This is an optimization exercise on Yosys and OpenROAD, whose aim is small area and a short achievable clock period, not a production implementation. Power and IR drop assume default switching activity.

the baseline:
==> flow/design.v <==
module fetch_dispatch_queue #(
    parameter int ADDRESS_WIDTH = 10,
    parameter int DATA_WIDTH    = 32,
    parameter int IPC           = 4,
    parameter int DEPTH         = 16,
    parameter int PTR_WIDTH     = 4,
    parameter int OPCODE_WIDTH  = 7
) (
    input  logic                      clk,
    input  logic                      rst,
    input  logic [IPC*DATA_WIDTH-1:0] FET_bundle,
    input  logic [IPC-1:0]            FET_validMask,
    input  logic [ADDRESS_WIDTH-1:0]  FET_pc,
    input  logic                      FET_bundleValid,
    output logic                      FET_ready,
    output logic [DATA_WIDTH-1:0]     DEC_data,
    output logic [ADDRESS_WIDTH-1:0]  DEC_pc,
    output logic                      DEC_dataValid,
    input  logic                      DEC_ready,
    input  logic                      flush,
    output logic [PTR_WIDTH:0]        count
    ,output logic [15:0]              rtype_count
);
    localparam int CNT_W = PTR_WIDTH + 1;
    function automatic int f_log2_ceil(input int v);
        f_log2_ceil = 0;
        for (int r = 0; r < 31; r++) begin
            if ((1 << r) < v) f_log2_ceil = r + 1;
        end
    endfunction
    localparam int LW    = f_log2_ceil(IPC);
    localparam int AW    = ADDRESS_WIDTH;
    localparam int DW    = DATA_WIDTH;
    function automatic logic [PTR_WIDTH-1:0] ptr_add(input logic [PTR_WIDTH-1:0] a, input int k);
        ptr_add = '0;
        for (int v = 0; v < (1 << PTR_WIDTH); v++) begin
            if (a == PTR_WIDTH'(v)) ptr_add = PTR_WIDTH'(v + k);
        end
    endfunction
    function automatic logic [CNT_W-1:0] cnt_add(input logic [CNT_W-1:0] a, input int k);
        cnt_add = '0;
        for (int v = 0; v < (1 << CNT_W); v++) begin
            if (a == CNT_W'(v)) cnt_add = CNT_W'(v + k);
        end
    endfunction
    function automatic logic [15:0] inc16(input logic [15:0] a);
        logic c;
        for (int i = 0; i < 16; i++) begin
            c = 1'b1;
            for (int k = i - 1; k >= 0; k--) c = c & a[k];
            inc16[i] = a[i] ^ c;
        end
    endfunction
    logic [DW-1:0] mem_data [DEPTH];
    logic [AW-1:0] mem_pc   [DEPTH];
    logic [DEPTH-1:0]     head_nx;    
    logic [PTR_WIDTH-1:0] tail;
    logic                 push;
    logic                 pop;
    assign push          = FET_bundleValid && FET_ready && !flush;
    assign pop           = DEC_dataValid && DEC_ready && !flush;
    function automatic logic [IPC-1:0] f_nge(input logic [IPC-1:0] mask);
        int cnt;
        f_nge = '0;
        for (int mv = 0; mv < (1 << IPC); mv++) begin
            cnt = 0;
            for (int i = 0; i < IPC; i++) cnt = cnt + ((mv >> i) & 1);
            if (mask == IPC'(mv)) begin
                for (int k = 0; k < IPC; k++) f_nge[k] = cnt > k;
            end
        end
    endfunction
    function automatic logic [IPC-1:0] f_rank_eq(input logic [IPC-1:0] mask, input int i);
        int cnt;
        f_rank_eq = '0;
        for (int mv = 0; mv < (1 << IPC); mv++) begin
            cnt = 0;
            for (int b = 0; b < i; b++) cnt = cnt + ((mv >> b) & 1);
            if (mask == IPC'(mv)) f_rank_eq[cnt] = 1'b1;
        end
    endfunction
    function automatic logic [AW-1:0] f_slot_pc(input logic [AW-1:0] pc, input int s);
        logic [AW-LW-1:0] hi_inc;
        logic             c;
        for (int b = 0; b < AW - LW; b++) begin
            c = 1'b1;
            for (int k = b - 1; k >= 0; k--) c = c & pc[LW+k];
            hi_inc[b] = pc[LW+b] ^ c;
        end
        f_slot_pc = '0;
        for (int lo = 0; lo < IPC; lo++) begin
            if (pc[LW-1:0] == LW'(lo)) begin
                f_slot_pc = {(lo + s >= IPC) ? hi_inc : pc[AW-1:LW], LW'(lo + s)};
            end
        end
    endfunction
    logic [IPC-1:0] nge;
    logic [IPC-1:0] hit     [IPC];
    logic [AW-1:0]  slot_pc [IPC];
    assign nge = f_nge(FET_validMask);
    logic [IPC-1:0] rank_eq  [IPC];
    logic [IPC-1:0] lane_off [IPC];
    for (genvar m = 0; m < IPC; m++) begin : g_hit
        assign rank_eq[m] = f_rank_eq(FET_validMask, m);
        for (genvar k = 0; k < IPC; k++) begin : g_off
            assign lane_off[m][k] = tail[LW-1:0] == LW'((m - k + IPC) % IPC);
        end
        for (genvar i = 0; i < IPC; i++) begin : g_slot
            assign hit[m][i] = FET_validMask[i] && (rank_eq[i] & lane_off[m]) != '0;
        end
        assign slot_pc[m] = f_slot_pc(FET_pc, m);
    end
    logic [DW-1:0] lane_data [IPC];
    logic [AW-1:0] lane_pc   [IPC];
    for (genvar m = 0; m < IPC; m++) begin : g_lane
        logic [DW-1:0] d_terms [IPC];
        logic [AW-1:0] p_terms [IPC];
        for (genvar i = 0; i < IPC; i++) begin : g_term
            assign d_terms[i] = {DW{hit[m][i]}} & FET_bundle[i*DW +: DW];
            assign p_terms[i] = {AW{hit[m][i]}} & slot_pc[i];
        end
        assign lane_data[m] = d_terms[0] | d_terms[1] | d_terms[2] | d_terms[3];
        assign lane_pc[m]   = p_terms[0] | p_terms[1] | p_terms[2] | p_terms[3];
    end
    logic [DEPTH-1:0] tail_oh;
    for (genvar j = 0; j < DEPTH; j++) begin : g_tail_oh
        assign tail_oh[j] = tail == PTR_WIDTH'(j);
    end
    for (genvar j = 0; j < DEPTH; j++) begin : g_entry
        logic we;
        assign we = push && ((tail_oh[j] && nge[0]) || (tail_oh[(j + DEPTH - 1) % DEPTH] && nge[1]) ||
                             (tail_oh[(j + DEPTH - 2) % DEPTH] && nge[2]) || (tail_oh[(j + DEPTH - 3) % DEPTH] && nge[3]));
        always_ff @(posedge clk) begin
            if (we) begin
                mem_data[j] <= lane_data[j % IPC];
                mem_pc[j]   <= lane_pc[j % IPC];
            end
        end
    end
    logic [PTR_WIDTH-1:0] tail_nx;
    logic [CNT_W-1:0]     count_nx;
    assign tail_nx = nge[3] ? ptr_add(tail, 4) : nge[2] ? ptr_add(tail, 3) : nge[1] ? ptr_add(tail, 2) :
                     nge[0] ? ptr_add(tail, 1) : tail;
    logic [CNT_W-1:0] count_push;
    logic [CNT_W-1:0] count_push_pop;
    assign count_push     = nge[3] ? cnt_add(count, 4) : nge[2] ? cnt_add(count, 3) : nge[1] ? cnt_add(count, 2) :
                            nge[0] ? cnt_add(count, 1) : count;
    assign count_push_pop = nge[3] ? cnt_add(count, 3) : nge[2] ? cnt_add(count, 2) : nge[1] ? cnt_add(count, 1) :
                            nge[0] ? count : cnt_add(count, -1);
    assign count_nx = push ? (pop ? count_push_pop : count_push) : (pop ? cnt_add(count, -1) : count);
    function automatic logic f_ready(input logic [CNT_W-1:0] c, input int k);
        f_ready = cnt_add(c, k) <= CNT_W'(DEPTH - IPC);
    endfunction
    logic ready_push;
    logic ready_push_pop;
    logic ready_nx;
    logic valid_nx;
    assign ready_push     = nge[3] ? f_ready(count, 4) : nge[2] ? f_ready(count, 3) : nge[1] ? f_ready(count, 2) :
                            nge[0] ? f_ready(count, 1) : FET_ready;
    assign ready_push_pop = nge[3] ? f_ready(count, 3) : nge[2] ? f_ready(count, 2) : nge[1] ? f_ready(count, 1) :
                            nge[0] ? FET_ready : f_ready(count, -1);
    assign ready_nx = push ? (pop ? ready_push_pop : ready_push) : (pop ? f_ready(count, -1) : FET_ready);
    assign valid_nx = (push && nge[0]) || (pop ? count != CNT_W'(1) : DEC_dataValid);
    always_ff @(posedge clk or negedge rst) begin
        if (!rst) begin
            head_nx       <= DEPTH'(2);
            tail          <= '0;
            count         <= '0;
            FET_ready     <= 1'b1;
            DEC_dataValid <= 1'b0;
        end else if (flush) begin
            head_nx       <= DEPTH'(2);
            tail          <= '0;
            count         <= '0;
            FET_ready     <= 1'b1;
            DEC_dataValid <= 1'b0;
        end else begin
            FET_ready     <= ready_nx;
            DEC_dataValid <= valid_nx;
            if (push) begin
                tail <= tail_nx;
            end
            if (pop) begin
                head_nx <= {head_nx[DEPTH-2:0], head_nx[DEPTH-1]};
            end
            count <= count_nx;
        end
    end
    logic [IPC-1:0] first_oh;
    assign first_oh[0] = FET_validMask[0];
    for (genvar i = 1; i < IPC; i++) begin : g_first
        assign first_oh[i] = FET_validMask[i] && FET_validMask[i-1:0] == '0;
    end
    logic [DW-1:0] out_data;
    logic [AW-1:0] out_pc;
    logic          take_next;
    logic          take_new;
    assign take_next = pop && count != CNT_W'(1);
    assign take_new  = count == '0 || (pop && count == CNT_W'(1));
    logic [DW-1:0] out_data_nx;
    logic [AW-1:0] out_pc_nx;
    always_comb begin
        out_data_nx = '0;
        out_pc_nx   = '0;
        for (int i = 0; i < IPC; i++) begin
            out_data_nx = out_data_nx | ({DW{take_new && first_oh[i]}} & FET_bundle[i*DW +: DW]);
            out_pc_nx   = out_pc_nx   | ({AW{take_new && first_oh[i]}} & slot_pc[i]);
        end
        for (int j = 0; j < DEPTH; j++) begin
            out_data_nx = out_data_nx | ({DW{take_next && head_nx[j]}} & mem_data[j]);
            out_pc_nx   = out_pc_nx   | ({AW{take_next && head_nx[j]}} & mem_pc[j]);
        end
    end
    always_ff @(posedge clk) begin
        if (take_new || take_next) begin
            out_data <= out_data_nx;
            out_pc   <= out_pc_nx;
        end
    end
    assign DEC_data = out_data;
    assign DEC_pc   = out_pc;
    localparam logic [OPCODE_WIDTH-1:0] RTYPE_OPCODE = OPCODE_WIDTH'(7'b0110011);
    always_ff @(posedge clk or negedge rst) begin
        if (!rst) begin
            rtype_count <= '0;
        end else if (pop && DEC_data[OPCODE_WIDTH-1:0] == RTYPE_OPCODE) begin
            rtype_count <= inc16(rtype_count);
        end
    end
endmodule
clock: 4.5 ns
lec_check: 0
cap_margin: 20
core_margin: 2
core_utilization: 50
setup_slack_margin: 2.0
slew_margin: 20
standard.sh (not shown) runs the stock make flow with config.mk's settings and CLKGATE_MAP_FILE= SYNTH_SCRIPT=/design/flow/synth_recipe.tcl, a recipe that flattens the netlist after the stock synthesis.
==> flow/flow/run.sh <==
#!/bin/bash
# Standard layout, but with plain buffers (not delay cells) on the ports.
set -o pipefail
cp standard.sh standard.sh.txt 2>/dev/null
export BUFFER_PORTS_ARGS="-buffer_cell sky130_fd_sc_hd__buf_2"
bash standard.sh > standard.log 2>&1
What the candidate does differently from the baseline at the input level:
# the baseline
export LEC_CHECK = 0
export CAP_MARGIN = 20
export CORE_MARGIN = 2
export CORE_UTILIZATION = 50
export SETUP_SLACK_MARGIN = 2.0
export SLEW_MARGIN = 20
create_clock -name core_clock -period 4.5 [get_ports {clk}]
# the candidate
export LEC_CHECK = 0
export CAP_MARGIN = 20
export CORE_MARGIN = 2
export CORE_UTILIZATION = 50
export CTS_CLUSTER_DIAMETER = 60
export CTS_CLUSTER_SIZE = 24
export SETUP_SLACK_MARGIN = 2.0
export SLEW_MARGIN = 20
create_clock -name core_clock -period 4.5 [get_ports {clk}]
Changes observed in the candidate relative to the baseline: synthesis-to-finish area growth went down 1.1 points, final-layout clock buffer total went down 48. Synthesized-area fraction occupied by and/or/nand/nor cells came out exactly the same in the candidate and the baseline. Area of the multi-input gates: the candidate vs the baseline up about 0.56%. Summary of the candidate over the baseline: number of gates given a new drive strength after cts shows an increase of 32; placement-stage worst setup slack shows no meaningful change; routed metal-1 wirelength shows no meaningful change; share of power burned in the clock network shows a reduction of 5.6 points. Utilization the baseline -> the candidate: down. The candidate vs the baseline, capturing instance or port of the critical path: mem_data[1][29] vs mem_data[7][3].
No run of this note included a check of the RTL's function; only the layout flow was run.

[port drivers added, routing unchanged]
In the flow no input, the clock included, has a driving cell. The finished layouts below were timed again as built, in two steps. Step 1 assumes that a clkbuf_16 drives the clock port and a buf_2 every other input. Step 2 times the ports against the registers' clock, not the clock port: input delays grow and output delays shrink by t, the midpoint of the rising clock arrivals with the driver on. a / b / c = ideal ports / drivers / drivers and shift; a / b = the first two.
run	t, ns	setup WS [ns]	clock arrival spread, ns	worst slew at a driven data input, ns	pins driven straight from the clock port
the baseline	0.695	1.936 / 1.936 / 1.297	0.037 / 0.037	0.06	1
the candidate	0.703	1.824 / 1.824 / 1.217	0.037 / 0.037	0.06	1
After both steps every run listed still meets setup and hold. The setup slack of the baseline, which loses most, moves by 0.000 ns with the drivers and by -0.639 ns with both steps.
